Source: an optimization exercise on an open RTL-to-GDS flow (aim: small area). Production flows keep margins and buffers that such runs may drop.
Only simulation tests tie the RTL to the original design; equivalence was not proved.
Power is estimated from default activity; no workload was simulated.

==> flow/design.v <==
`default_nettype none
package rv_pkg;
  typedef logic [31:0] instr;     
  typedef logic [4:0]  reg_idx;
  typedef logic [31:0] gpreg;     
  typedef enum logic [3:0] {
    INSTR_LOAD,
    INSTR_MISC_MEM,
    INSTR_OP_IMM,
    INSTR_AUIPC,
    INSTR_STORE,
    INSTR_OP,
    INSTR_LUI,
    INSTR_BRANCH,
    INSTR_JALR,
    INSTR_JAL,
    INSTR_SYSTEM,
    INSTR_INVAL
  } instr_op;
  typedef struct packed {
    instr_op     op;
    logic [24:0] body;    
  } fq_entry;
endpackage
`default_nettype wire
`default_nettype none
`timescale 1ns/10ps
module fetch_queue (
  input  logic            clk,
  input  logic            rst_n,
  input  logic            flush,
  input  logic            instr_valid,
  output logic            instr_ready,
  input  rv_pkg::instr    instr,
  output logic            fq_valid,
  input  logic            fq_ready,
  output rv_pkg::fq_entry fq_head
);
  rv_pkg::fq_entry mem0, mem1;
  rv_pkg::fq_entry wr_entry;
  logic            has0;      
  logic            full;      
  logic            push;
  logic            pop;
  function automatic rv_pkg::instr_op decode_op(input rv_pkg::instr i);
    decode_op = rv_pkg::INSTR_INVAL;
    if (i[1:0] == 2'b11) begin
      case (i[6:2])
        5'b00000: decode_op = rv_pkg::INSTR_LOAD;
        5'b00011: decode_op = rv_pkg::INSTR_MISC_MEM;
        5'b00100: decode_op = rv_pkg::INSTR_OP_IMM;
        5'b00101: decode_op = rv_pkg::INSTR_AUIPC;
        5'b01000: decode_op = rv_pkg::INSTR_STORE;
        5'b01100: decode_op = rv_pkg::INSTR_OP;
        5'b01101: decode_op = rv_pkg::INSTR_LUI;
        5'b11000: decode_op = rv_pkg::INSTR_BRANCH;
        5'b11001: decode_op = rv_pkg::INSTR_JALR;
        5'b11011: decode_op = rv_pkg::INSTR_JAL;
        5'b11100: decode_op = rv_pkg::INSTR_SYSTEM;
        default:  decode_op = rv_pkg::INSTR_INVAL;
      endcase
    end
  endfunction
  assign wr_entry.op   = decode_op(instr);
  assign wr_entry.body = instr[31:7];
  assign instr_ready = !full && !flush;
  assign fq_valid    = has0;
  assign fq_head     = mem0;
  assign push = instr_valid && instr_ready;
  assign pop  = fq_valid && fq_ready;
  always_ff @(posedge clk) begin
    if (!rst_n || flush) begin
      has0 <= 1'b0;
      full <= 1'b0;
    end else begin
      has0 <= push || (has0 && !pop) || full;
      full <= (has0 && !pop && push) || (full && !pop);
    end
  end
  logic            keep0, take1, take_in;
  rv_pkg::fq_entry next0;
  assign keep0   = has0 && !pop;
  assign take1   = pop && full;
  assign take_in = !keep0 && !full;
  for (genvar b = 0; b < 29; b++) begin : g_next0
    fq_sel3 i_sel (
      .s0 (keep0),   .d0 (mem0[b]),
      .s1 (take1),   .d1 (mem1[b]),
      .s2 (take_in), .d2 (wr_entry[b]),
      .y  (next0[b])
    );
  end
  always_ff @(posedge clk)
    mem0 <= next0;
  always_ff @(posedge clk) begin
    if (pop || !full)
      mem1 <= wr_entry;
  end
endmodule
module fq_sel3 (
  input  logic s0, d0, s1, d1, s2, d2,
  output logic y
);
  assign y = (s0 && d0) || (s1 && d1) || (s2 && d2);
endmodule
`default_nettype wire
`default_nettype none
`timescale 1ns/10ps
module instr_decode (
  input  rv_pkg::fq_entry e,
  output rv_pkg::reg_idx  rs1,
  output rv_pkg::reg_idx  rs2,
  output rv_pkg::reg_idx  rd,
  output rv_pkg::gpreg    imm,
  output logic [2:0]      funct3
);
  logic [31:0] i;
  logic        fmt_u, fmt_j, fmt_b, fmt_s, fmt_r;
  logic        fmt_uj, fmt_sb, not_u, not_uj, not_sb, has_rs2, fmt_ij;
  logic        sext_u, sext_uj;
  assign i = {e.body, 7'b0};
  assign fmt_u  = (e.op == rv_pkg::INSTR_AUIPC) || (e.op == rv_pkg::INSTR_LUI);
  assign fmt_j  = (e.op == rv_pkg::INSTR_JAL);
  assign fmt_s  = (e.op == rv_pkg::INSTR_STORE);
  assign fmt_b  = (e.op == rv_pkg::INSTR_BRANCH);
  assign fmt_r  = (e.op == rv_pkg::INSTR_OP);
  assign fmt_uj = fmt_u || fmt_j;
  assign fmt_sb = fmt_s || fmt_b;
  assign not_u  = !fmt_u;
  assign not_uj = !fmt_uj;
  assign not_sb = !fmt_sb;
  assign fmt_ij = !(fmt_u || fmt_sb);    
  assign has_rs2 = fmt_r || fmt_sb;
  assign sext_u  = not_u  && i[31];
  assign sext_uj = not_uj && i[31];
  assign funct3 = i[14:12];
  for (genvar k = 0; k < 5; k++) begin : g_reg
    rf_and2 i_rs1 (.a(not_uj),  .b(i[15 + k]), .y(rs1[k]));
    rf_and2 i_rs2 (.a(has_rs2), .b(i[20 + k]), .y(rs2[k]));
    rf_and2 i_rd  (.a(not_sb),  .b(i[7 + k]),  .y(rd[k]));
  end
  assign imm[31] = i[31];
  for (genvar k = 20; k < 31; k++) begin : g_imm_hi
    dec_a21o i_bit (.a1(fmt_u), .a2(i[k]), .b1(sext_u), .y(imm[k]));
  end
  for (genvar k = 12; k < 20; k++) begin : g_imm_mid
    dec_a21o i_bit (.a1(fmt_uj), .a2(i[k]), .b1(sext_uj), .y(imm[k]));
  end
  assign imm[11] = fmt_u ? 1'b0 : fmt_j ? i[20] : fmt_b ? i[7] : i[31];
  for (genvar k = 5; k < 11; k++) begin : g_imm_lo
    rf_and2 i_bit (.a(not_u), .b(i[20 + k]), .y(imm[k]));
  end
  for (genvar k = 1; k < 5; k++) begin : g_imm_low
    dec_a22o i_bit (.a1(fmt_sb), .a2(i[7 + k]), .b1(fmt_ij), .b2(i[20 + k]), .y(imm[k]));
  end
  assign imm[0] = (fmt_u || fmt_j || fmt_b) ? 1'b0 : fmt_s ? i[7] : i[20];
endmodule
module dec_a21o (
  input  logic a1, a2, b1,
  output logic y
);
  assign y = (a1 && a2) || b1;
endmodule
module dec_a22o (
  input  logic a1, a2, b1, b2,
  output logic y
);
  assign y = (a1 && a2) || (b1 && b2);
endmodule
`default_nettype wire
`default_nettype none
module instr_src_decode (
  input  rv_pkg::fq_entry e,
  output rv_pkg::reg_idx  rs1,
  output rv_pkg::reg_idx  rs2,
  output logic            has_rs1,
  output logic            has_rs2
);
  assign has_rs1 = !((e.op == rv_pkg::INSTR_AUIPC) || (e.op == rv_pkg::INSTR_LUI) ||
                     (e.op == rv_pkg::INSTR_JAL));
  assign has_rs2 = (e.op == rv_pkg::INSTR_OP) || (e.op == rv_pkg::INSTR_STORE) ||
                   (e.op == rv_pkg::INSTR_BRANCH);
  assign rs1 = e.body[12:8];    
  assign rs2 = e.body[17:13];   
endmodule
`default_nettype wire
`default_nettype none
`timescale 1ns/10ps
module reg_file (
  input  logic           clk,
  input  logic           rst_n,
  input  rv_pkg::reg_idx rf_rs_idx0,
  input  rv_pkg::reg_idx rf_rs_idx1,
  input  logic           rf_rs_en0,       
  input  logic           rf_rs_en1,
  input  logic           hold,            
  input  rv_pkg::gpreg   hold_val0,       
  input  rv_pkg::gpreg   hold_val1,
  output rv_pkg::gpreg   rf_rs_val0,
  output rv_pkg::gpreg   rf_rs_val1,
  input  logic           wb_en,
  input  rv_pkg::reg_idx wb_rd,
  input  rv_pkg::gpreg   wb_data
);
  localparam int N = 32;
  logic [1:0]         p;                 
  logic [N-1:1]       wen;               
  logic [N-1:1]       wen_n;
  logic [31:0]        wd_p_lo;           
  logic [31:0]        wd_p_hi;           
  logic [31:0]        q [N-1:1];
  logic [(N-1)*32-1:0] q_flat;           
  logic [31:0]        d [N-1:1];
  always_ff @(posedge clk) begin
    if (!rst_n)
      p <= '0;
    else
      p <= ~p;
  end
  logic [3:0] rst_c;       
  logic [3:0] rst_a;
  logic [3:0] rst_n_c;     
  for (genvar k = 0; k < 4; k++) begin : g_rst
    rf_inv i_rst   (.a(rst_n),    .y(rst_c[k]));
    rf_inv i_rst_a (.a(rst_n),    .y(rst_a[k]));
    rf_inv i_rst_n (.a(rst_a[k]), .y(rst_n_c[k]));
  end
  for (genvar b = 0; b < 32; b++) begin : g_col
    logic wd_n;
    rf_xnor2 i_wdn   (.a(wb_data[b]), .b(p[b / 16]), .y(wd_n));
    rf_nand2 i_wd_lo (.a(wd_n), .b(rst_n_c[b / 8]), .y(wd_p_lo[b]));
    rf_nand2 i_wd_hi (.a(wd_n), .b(rst_n_c[b / 8]), .y(wd_p_hi[b]));
  end
  for (genvar r = 1; r < N; r++) begin : g_row
    logic [1:0] set_row;    
    logic [1:0] keep_n;     
    assign wen[r] = wb_en && (wb_rd == r);
    rf_inv i_wen_n (.a(wen[r]), .y(wen_n[r]));
    for (genvar h = 0; h < 2; h++) begin : g_half
      rf_nor2 i_keep (.a(wen[r]), .b(rst_c[(2 * r + h) % 4]), .y(keep_n[h]));
      rf_inv  i_set  (.a(keep_n[h]), .y(set_row[h]));
    end
    for (genvar b = 0; b < 32; b++) begin : g_bit
      rf_oai22 i_next (
        .a1 (q[r][b]),
        .a2 (set_row[b / 16]),
        .b1 (keep_n[b / 16]),
        .b2 ((r < 16) ? wd_p_lo[b] : wd_p_hi[b]),
        .y  (d[r][b])
      );
    end
    always_ff @(posedge clk)
      q[r] <= d[r];
    assign q_flat[(r-1)*32 +: 32] = q[r];
  end
  rf_read_port i_read0 (
    .idx   (rf_rs_idx0),
    .en    (rf_rs_en0),
    .hold  (hold),
    .hold_val (hold_val0),
    .wb_en (wb_en),
    .wb_rd (wb_rd),
    .wen_n (wen_n),
    .q     (q_flat),
    .wd_p  (wd_p_lo),
    .p     (p[0]),
    .val   (rf_rs_val0)
  );
  rf_read_port i_read1 (
    .idx   (rf_rs_idx1),
    .en    (rf_rs_en1),
    .hold  (hold),
    .hold_val (hold_val1),
    .wb_en (wb_en),
    .wb_rd (wb_rd),
    .wen_n (wen_n),
    .q     (q_flat),
    .wd_p  (wd_p_hi),
    .p     (p[0]),
    .val   (rf_rs_val1)
  );
endmodule
module rf_read_port (
  input  rv_pkg::reg_idx idx,
  input  logic           en,
  input  logic           hold,
  input  rv_pkg::gpreg   hold_val,
  input  logic           wb_en,
  input  rv_pkg::reg_idx wb_rd,
  input  logic [31:1]    wen_n,
  input  logic [991:0]   q,
  input  rv_pkg::gpreg   wd_p,
  input  logic           p,
  output rv_pkg::gpreg   val
);
  logic [32:0] sel_lo;    
  logic [32:0] sel_hi;    
  logic        pz;
  rf_read_decode i_dec (
    .idx    (idx),
    .en     (en),
    .hold   (hold),
    .wb_en  (wb_en),
    .wb_rd  (wb_rd),
    .wen_n  (wen_n),
    .p      (p),
    .sel_lo (sel_lo),
    .sel_hi (sel_hi),
    .pz     (pz)
  );
  for (genvar b = 0; b < 32; b++) begin : g_bit
    logic [32:0] col;
    for (genvar r = 0; r < 31; r++) begin : g_col
      assign col[r] = q[r*32 + b];
    end
    assign col[31] = wd_p[b];
    assign col[32] = hold_val[b];
    rf_read_bit i_bit (
      .sel (b < 16 ? sel_lo : sel_hi),
      .col (col),
      .p   (pz),
      .y   (val[b])
    );
  end
endmodule
module rf_read_decode (
  input  rv_pkg::reg_idx idx,
  input  logic           en,
  input  logic           hold,
  input  logic           wb_en,
  input  rv_pkg::reg_idx wb_rd,
  input  logic [31:1]    wen_n,
  input  logic           p,
  output logic [32:0]    sel_lo,
  output logic [32:0]    sel_hi,
  output logic           pz
);
  logic [3:0] lo;
  logic [7:0] hi;
  logic       byp;
  logic       nz;
  assign nz  = en && (idx != '0) && !hold;
  assign byp = nz && wb_en && (wb_rd == idx);
  assign pz  = nz && p;
  for (genvar k = 0; k < 4; k++) begin : g_lo
    assign lo[k] = (idx[1:0] == k);
  end
  for (genvar m = 0; m < 8; m++) begin : g_hi
    assign hi[m] = (idx[4:2] == m) && en && !hold;
  end
  for (genvar r = 1; r < 32; r++) begin : g_sel
    rf_and3 i_sel_lo (.a(lo[r % 4]), .b(hi[r / 4]), .c(wen_n[r]), .y(sel_lo[r-1]));
    rf_and3 i_sel_hi (.a(lo[r % 4]), .b(hi[r / 4]), .c(wen_n[r]), .y(sel_hi[r-1]));
  end
  assign sel_lo[31] = byp;
  assign sel_hi[31] = byp;
  assign sel_lo[32] = hold;
  assign sel_hi[32] = hold;
endmodule
module rf_read_bit (
  input  logic [32:0] sel,
  input  logic [32:0] col,
  input  logic        p,
  output logic        y
);
  logic [10:0] t_n;
  logic [2:0]  g;
  logic        any;
  for (genvar k = 0; k < 11; k++) begin : g_aoi
    rf_aoi222 i_aoi (
      .a1 (sel[3*k]),   .a2 (col[3*k]),
      .b1 (sel[3*k+1]), .b2 (col[3*k+1]),
      .c1 (sel[3*k+2]), .c2 (col[3*k+2]),
      .y  (t_n[k])
    );
  end
  rf_nand4 i_g0 (.a(t_n[0]), .b(t_n[1]), .c(t_n[2]),  .d(t_n[3]), .y(g[0]));
  rf_nand4 i_g1 (.a(t_n[4]), .b(t_n[5]), .c(t_n[6]),  .d(t_n[7]), .y(g[1]));
  rf_nand3 i_g2 (.a(t_n[8]), .b(t_n[9]), .c(t_n[10]),             .y(g[2]));
  rf_or3   i_any (.a(g[0]), .b(g[1]), .c(g[2]), .y(any));
  rf_xor2  i_out (.a(any), .b(p), .y(y));
endmodule
module rf_oai22 (
  input  logic a1, a2, b1, b2,
  output logic y
);
  assign y = !((a1 || a2) && (b1 || b2));
endmodule
module rf_aoi222 (
  input  logic a1, a2, b1, b2, c1, c2,
  output logic y
);
  assign y = !((a1 && a2) || (b1 && b2) || (c1 && c2));
endmodule
module rf_nand3 (
  input  logic a, b, c,
  output logic y
);
  assign y = !(a && b && c);
endmodule
module rf_nand4 (
  input  logic a, b, c, d,
  output logic y
);
  assign y = !(a && b && c && d);
endmodule
module rf_or3 (
  input  logic a, b, c,
  output logic y
);
  assign y = a || b || c;
endmodule
module rf_xor2 (
  input  logic a, b,
  output logic y
);
  assign y = a ^ b;
endmodule
module rf_xnor2 (
  input  logic a, b,
  output logic y
);
  assign y = !(a ^ b);
endmodule
module rf_nor2 (
  input  logic a, b,
  output logic y
);
  assign y = !(a || b);
endmodule
module rf_nand2 (
  input  logic a, b,
  output logic y
);
  assign y = !(a && b);
endmodule
module rf_inv (
  input  logic a,
  output logic y
);
  assign y = !a;
endmodule
module rf_and3 (
  input  logic a, b, c,
  output logic y
);
  assign y = a && b && c;
endmodule
module rf_and2 (
  input  logic a, b,
  output logic y
);
  assign y = a && b;
endmodule
`default_nettype wire
`default_nettype none
`timescale 1ns/10ps
module decode_out_reg (
  input  logic            clk,
  input  logic            rst_n,
  input  logic            flush,
  input  logic            dec_valid,
  output logic            dec_ready,
  input  rv_pkg::fq_entry dec,
  input  rv_pkg::gpreg    dec_rs1_val,
  input  rv_pkg::gpreg    dec_rs2_val,
  output logic            out_valid,
  input  logic            out_ready,
  output rv_pkg::fq_entry out_entry,
  output rv_pkg::gpreg    out_rs1_val,
  output rv_pkg::gpreg    out_rs2_val,
  output logic            hold
);
  logic load;
  assign dec_ready = !out_valid || out_ready;
  assign hold      = !dec_ready;
  assign load      = dec_valid && dec_ready;
  always_ff @(posedge clk) begin
    if (!rst_n || flush)
      out_valid <= 1'b0;
    else if (load)
      out_valid <= 1'b1;
    else if (out_ready)
      out_valid <= 1'b0;
  end
  always_ff @(posedge clk) begin
    if (load)
      out_entry <= dec;
  end
  always_ff @(posedge clk) begin
    out_rs1_val <= dec_rs1_val;
    out_rs2_val <= dec_rs2_val;
  end
endmodule
`default_nettype wire
`default_nettype none
`timescale 1ns/10ps
module rv_decode_top (
  input  logic                             clk,
  input  logic                             rst_n,
  input  logic                             flush,
  input  logic                             instr_valid,
  output logic                             instr_ready,
  input  logic [32-1:0]              instr,
  input  logic                             wb_en,
  input  logic [$clog2(32)-1:0]  wb_rd,
  input  logic [32-1:0]              wb_data,
  output logic                             out_valid,
  input  logic                             out_ready,
  output rv_pkg::instr_op                  out_op,
  output logic [$clog2(32)-1:0]  out_rs1,
  output logic [$clog2(32)-1:0]  out_rs2,
  output logic [$clog2(32)-1:0]  out_rd,
  output logic [32-1:0]              out_imm,
  output logic [2:0]                       out_funct3,
  output logic [32-1:0]              out_rs1_val,
  output logic [32-1:0]              out_rs2_val
);
  logic            fq_valid;
  logic            fq_ready;
  rv_pkg::fq_entry fq_head;
  rv_pkg::fq_entry out_entry;
  rv_pkg::reg_idx  rf_rs_idx0;
  rv_pkg::reg_idx  rf_rs_idx1;
  logic            rf_rs_en0;
  logic            rf_rs_en1;
  logic            out_hold;
  rv_pkg::gpreg    rf_rs_val0;
  rv_pkg::gpreg    rf_rs_val1;
  fetch_queue i_fetch_queue (
    .clk         (clk),
    .rst_n       (rst_n),
    .flush       (flush),
    .instr_valid (instr_valid),
    .instr_ready (instr_ready),
    .instr       (instr),
    .fq_valid    (fq_valid),
    .fq_ready    (fq_ready),
    .fq_head     (fq_head)
  );
  instr_src_decode i_head_decode (
    .e   (fq_head),
    .rs1 (rf_rs_idx0),
    .rs2 (rf_rs_idx1),
    .has_rs1 (rf_rs_en0),
    .has_rs2 (rf_rs_en1)
  );
  reg_file i_reg_file (
    .clk        (clk),
    .rst_n      (rst_n),
    .rf_rs_idx0 (rf_rs_idx0),
    .rf_rs_idx1 (rf_rs_idx1),
    .rf_rs_en0  (rf_rs_en0),
    .rf_rs_en1  (rf_rs_en1),
    .hold       (out_hold),
    .hold_val0  (out_rs1_val),
    .hold_val1  (out_rs2_val),
    .rf_rs_val0 (rf_rs_val0),
    .rf_rs_val1 (rf_rs_val1),
    .wb_en      (wb_en),
    .wb_rd      (wb_rd),
    .wb_data    (wb_data)
  );
  decode_out_reg i_decode_out_reg (
    .clk         (clk),
    .rst_n       (rst_n),
    .flush       (flush),
    .dec_valid   (fq_valid),
    .dec_ready   (fq_ready),
    .dec         (fq_head),
    .dec_rs1_val (rf_rs_val0),
    .dec_rs2_val (rf_rs_val1),
    .out_valid   (out_valid),
    .out_ready   (out_ready),
    .out_entry   (out_entry),
    .out_rs1_val (out_rs1_val),
    .out_rs2_val (out_rs2_val),
    .hold        (out_hold)
  );
  assign out_op = out_entry.op;
  instr_decode i_out_decode (
    .e      (out_entry),
    .rs1    (out_rs1),
    .rs2    (out_rs2),
    .rd     (out_rd),
    .imm    (out_imm),
    .funct3 (out_funct3)
  );
endmodule
`default_nettype wire
==> flow/flow/run.sh <==
#!/bin/bash
# The standard layout (standard.sh), with two changes after synthesis:
#  - ports are buffered with the smallest buffer (buf_1)
#  - the clock tree uses clkbuf_16 leaf buffers on larger sink clusters and
#    no dummy loads
# Each step's full log is in orfs/logs/; make's own output is in make_*.log.
set -euo pipefail
bash standard.sh synth > make_synth.log 2>&1
export BUFFER_PORTS_ARGS="-buffer_cell sky130_fd_sc_hd__buf_1"
export CTS_ARGS="-sink_clustering_enable -repair_clock_nets -dont_use_dummy_load -buf_list sky130_fd_sc_hd__clkbuf_16 -sink_clustering_size 28 -sink_clustering_max_diameter 90"
bash standard.sh > make_layout.log 2>&1
==> flow/standard.sh <==
#!/bin/bash
# synth_recipe.tcl (not shown) runs the flow's synth.tcl, then flattens the netlist and writes it again
# the make line also repeats each setting of config.mk as NAME=value (left out here)
make -C /OpenROAD-flow-scripts/flow DESIGN_CONFIG=/design/flow/config.mk WORK_HOME=/design/flow/orfs CLKGATE_MAP_FILE= SYNTH_SCRIPT=/design/flow/synth_recipe.tcl "${@:-finish}"
==> flow/config.mk <==
export PLATFORM = sky130hd
export DESIGN_NAME = rv_decode_top
export DESIGN_NICKNAME = rv_decode_top
export VERILOG_FILES = /design/flow/design.v
export SDC_FILE = /design/flow/constraint.sdc
export NUM_CORES = 4
export LEC_CHECK = 0
export CAP_MARGIN = 20
export CORE_MARGIN = 2
export CORE_UTILIZATION = 55
export GPL_TIMING_DRIVEN = 0
export SLEW_MARGIN = 20
export SYNTH_HIERARCHICAL = 1
==> flow/constraint.sdc <==
create_clock -name core_clock -period 5.0 [get_ports {clk}]
set_input_delay 1.0000 -clock core_clock [delete_from_list [all_inputs] [get_ports {clk}]]
set_output_delay 1.0000 -clock core_clock [all_outputs]
set_load 0.01 [all_outputs]
==> run summary <==
[power by group]
part / internal [W] / switching [W]
logic: 0.000812 / 0.00137
registers: 0.0104 / 0.000896
clock network: 0.00170 / 0.00279
[final cells by class]
type,count,area (sq um)
fill,6810,30800
sequential,1148,23600
multi-input combinational,2545,18800
tap,1040,1300
clock buffer,47,1180
timing repair buffer,212,950
inverter,142,533
buffer,33,259
antenna,3,7.51
[cell families (layout without fill, tap and decap cells)]
family	count (synthesis)	count (layout)	synth area share, %
simple gates	666	666	8.72
compound gates	1766	1766	32.2
buf+inv	175	434	1.84
flops	1148	1148	54.9
other cells	0	3	0
fa+ha+maj	2	2	0.0583
mux	2	2	0.0466
xor+xnor	109	109	2.22
[metrics by stage]
stage	total power (W)	instance area (sq um)	TNS, ns	hold slack [ns]
floorplan	0.0126	43000	0	0.407
global placement	0.0134	45000	-90.62	0.411
detailed placement	0.0135	45300	0	0.415
CTS	0.0179	46500	0	0.440
global route	0.0186	46600	0	0.448
finish	0.0179	46600	0	0.433
[state kept, by name, indices dropped and copies added, names as in the netlist]
| signal | count |
|---|---|
| i_fetch_queue.has0 | 1 |
| i_reg_file.p | 2 |
| i_reg_file.q | 992 |
| i_fetch_queue.mem1 | 29 |
| i_decode_out_reg.out_valid | 1 |
| i_fetch_queue.mem0 | 29 |
| i_fetch_queue.full | 1 |
| i_decode_out_reg.out_rs1_val | 32 |
| i_decode_out_reg.out_entry | 29 |
| i_decode_out_reg.out_rs2_val | 32 |
[cells in the final DEF, fill, tap and decap left out, drive strengths merged, types with 4 or more instances in the layout]
cell type / n
nand4: 132
xnor2: 43
nand2: 78
and3: 126
nor2b: 8
clkbuf: 51
nor4: 5
o22ai: 992
inv: 142
xor2: 66
nand3: 66
dfxtp: 1090
a222oi: 733
nor3: 4
or3: 67
nand4b: 5
nor2: 116
and2: 28
a22o: 4
and2b: 5
a21o: 21
nand2b: 10
edfxtp: 58
buf: 241
o21ai: 4
a21oi: 5
[path summary, 6_finish.rpt]
| kind | start | end | slack [ns] |
|---|---|---|---|
| hold / removal | i_fetch_queue.mem0[0] | i_decode_out_reg.out_entry[0] | 0.43 |
| setup / recovery | wb_rd[1] | i_decode_out_reg.out_rs2_val[1] | 0.38 |
| setup reg to reg | i_decode_out_reg.out_valid | i_decode_out_reg.out_rs1_val[4] | 0.82 |
| hold reg to reg | i_fetch_queue.mem0[0] | i_decode_out_reg.out_entry[0] | 0.43 |
[per-layer routing]
layer / global-route usage [%] / vias to the layer above / wire length (um)
li1: - / 17779 / -
met1: 52.9 / 20135 / 64800
met2: 55.5 / 2703 / 67800
met3: 13.1 / 253 / 23700
met4: 8.21 / 14 / 3880
met5: 0.655 / - / 165
[per-module statistics from Yosys, one instance, submodules excluded, a selection]
module            cell area, sq um  copies in the design  flops+latches
rf_oai22                      6.26                   992              0
fq_sel3                       13.8                    29              0
rf_xnor2                      8.76                    32              0
fetch_queue                   1700                     1             60
dec_a22o                      8.76                     4              0
rf_and2                       6.26                    21              0
rf_aoi222                     10.0                   704              0
rf_nand4                      6.26                   128              0
instr_src_decode               114                     1              0
[worst register-to-register path: stages (launching register included)]
cell and delay (ns):
dfxtp_1 0.40, nand2b_4 0.10, inv_1 0.85, nand3b_1 0.25, nor2_1 0.17, and3_1 0.43
a222oi_1 0.95, nand4_1 0.32, or3_1 0.47, xor2_1 0.15
==> run summary <==
- The flow ran to the end and the layout has no timing, DRC or antenna violations.
- In the final layout, the share of cells above drive strength 1 is 4.36%.
- Between clock sinks in the finished design, the worst skew comes to 0.0223 ns.
- The worst setup path is of the in2reg kind.
- The pre-antenna-repair detailed-routing pass consisted of 12 iterations.
- The worst slack at placement is 0.311 ns.
- The final count of pins violating max slew is 0.
- Across every metal layer, demand over resource in global routing totals 37.5%.
- The transition time at the pin with the least slew margin is 1.18 ns.
- The worst setup path is captured at a flip-flop.
- Yosys printed 12 warnings.
- The number of endpoints failing setup at the final stage is 0.
- The critical path arrival is 5.15 ns.
- The number of global-route vias before repair is 36925.
- The end-of-flow core utilization is 60.2%.
- The flip-flop and latch count after synthesis is 1148.
- After layout, the worst setup slack is 0.377 ns.
- The number of DRC markers after the initial detailed-route iteration is 8315.
- The power density relative to cell area is 385 mW/mm^2.
- The number of placed instances, taps included, is 5119.
- The area enclosed by the die boundary is 0.0803 sq mm.
- The clock period could shrink to 4.62 ns.
- The remaining antenna violation count is 0.
- The kind of path behind the tightest hold check is reg2reg.
- The floorplan has 102 rows.
- After clock tree synthesis, the clock-pin slew on the worst setup and hold paths is 0.11 ns.
- The first global-routing pass estimated 235 mm of wire.
- The top cell type by area accounts for 50.8% of the synthesized area.
- The initial antenna violation count was 15.
- By count the netlist is led by dfxtp_1 (1090), o22ai_1 (992), a222oi_1 (733), inv_1 (142), nand4_1 (132).
- The routed design has 160 mm of wire.
- Setup repair after global routing left no endpoint under its margin.
- Among all stages on the critical path, the largest delay is contributed by a222oi_1.
- The delay contributed by the slowest stage of the critical path is 0.89 ns.
- From left edge to right edge, the die measures 283 um.
- The synthesized netlist cell count is 3868.
- The count of clock tree sinks is 1148.
- The floorplan step set the die height to 283 um.
- In this run the tightest slew margin relative to its limit is 21.5%.
- The count of buffer and inverter cells on the critical path is 2.
- The buffer depth of the longest clock path is 3.
- In the final design database the tool counted 4206 nets.
- The CTS tree is done.
- 195 I/O pins were placed.
- For this run, the leading register cell type out of synthesis is dfxtp_1.
- The root buffer cell chosen for the clock tree is clkbuf_16.
- Ranked by total cell area, the synthesized netlist is headed by dfxtp_1 (51%), a222oi_1 (17%), o22ai_1 (14%).
- Counting the buffers created by CTS gives 47.
- Buffers placed on the I/O ports in this run total 194.
- The most common cell in the netlist is dfxtp_1.
- The top achievable clock speed is 216 MHz.
- For the worst flop-to-flop path, the logic depth is 9.
- The mapped netlist covers 0.0430 sq mm.
- The residual DRC count is 0.
- The average detailed-routed wire length per instance is 31.0 um.
- The initial core utilization is 55.5%.
- The post-synthesis sequential area ratio is 54.9%.
- Of all nets on the critical path, the largest fanout is 16.
- The latest clock arrival within the worst-skew pair is 0.64 ns.
- The type of element launching the critical path is an input port.
- The routed via count divided by cell count is 7.91.
- When the netlist entered floorplanning its net count stood at 3945.
- The cell depth of the worst hold path is 0.
- Entering global routing, the biggest net connects 30 pins.
- The post-synthesis cell type count is 54.
- At the end of routability-driven placement, the weighted congestion stood at 0.967.
- The maximum VDD drop is 0.000277 V.
- In this run the standard cell core region covers 0.0773 sq mm.
- For this run the aggregate overflow at the end of global routing stands at 0.
- Counting flops with an async set or reset pin after synthesis yields a share of 0%.
- The number of gates resized after CTS is 0.
- Counting buffers and inverters, the worst setup path is 9 cells deep.
- The largest area contributor in the netlist is dfxtp_1.
- The H-tree was split into 2 levels.
- The area growth from synthesis to final layout is 8.42%.
- The leakage power of the design is 17.3 nW.
- Detailed placement finished with a half-perimeter wire length of 115 mm.
- The critical path goes through buf_1, nand4b_1, nor2_1, inv_1, and3_1, a222oi_1, nand4_1, or3_1, xor2_1.
- The post-layout instance count excluding filler cells is 5170.
- The count of maximum capacitance violations is 0.
- The number of synthesized flops with an enable pin is 58.
- The share of the clock period used by the worst path after layout is 92.5%.
- After synthesis, the mean cell area works out to 11.1 sq um.
- Across all layers, the routed design uses 40884 vias.
- After clock tree synthesis, the flow added hold-fix buffers numbering 0.
- Once the clock tree was built, the setup fixing pass inserted 0 buffers.
- The category of cells accounting for the largest share of critical-path delay is simple AND/OR/NAND/NOR gates.
- The hold violation count in the final report is 0.
- Data on the critical path is required at its endpoint by 5.53 ns.

==> afterwards: timing with drivers on the ports <==
How much do the figures lean on ideal ports? The routed layout below was timed once more, with nothing changed but the port constraints. Step 1, drivers: a clkbuf_16 drives clk and a buf_2 each remaining input, both assumed. Step 2 times the ports against the registers' clock, not the clock port: input delays grow and output delays shrink by t, the midpoint of the rising clock arrivals with the driver on. a / b / c = no drivers / after step 1 / after step 2; a / b = the first two.
shift t [ns]: 0.699
setup slack, ns: 0.377 / 0.387 / -0.311
worst setup path at the end: input to register
worst register clock-pin slew, ns: 0.12 / 0.12
worst data-port slew with drivers (ns): 0.07
With both steps, setup timing fails in this run, where it was met with ideal ports. For this run, drivers alone change the setup slack by +0.010 ns; drivers and shift together by -0.688 ns.
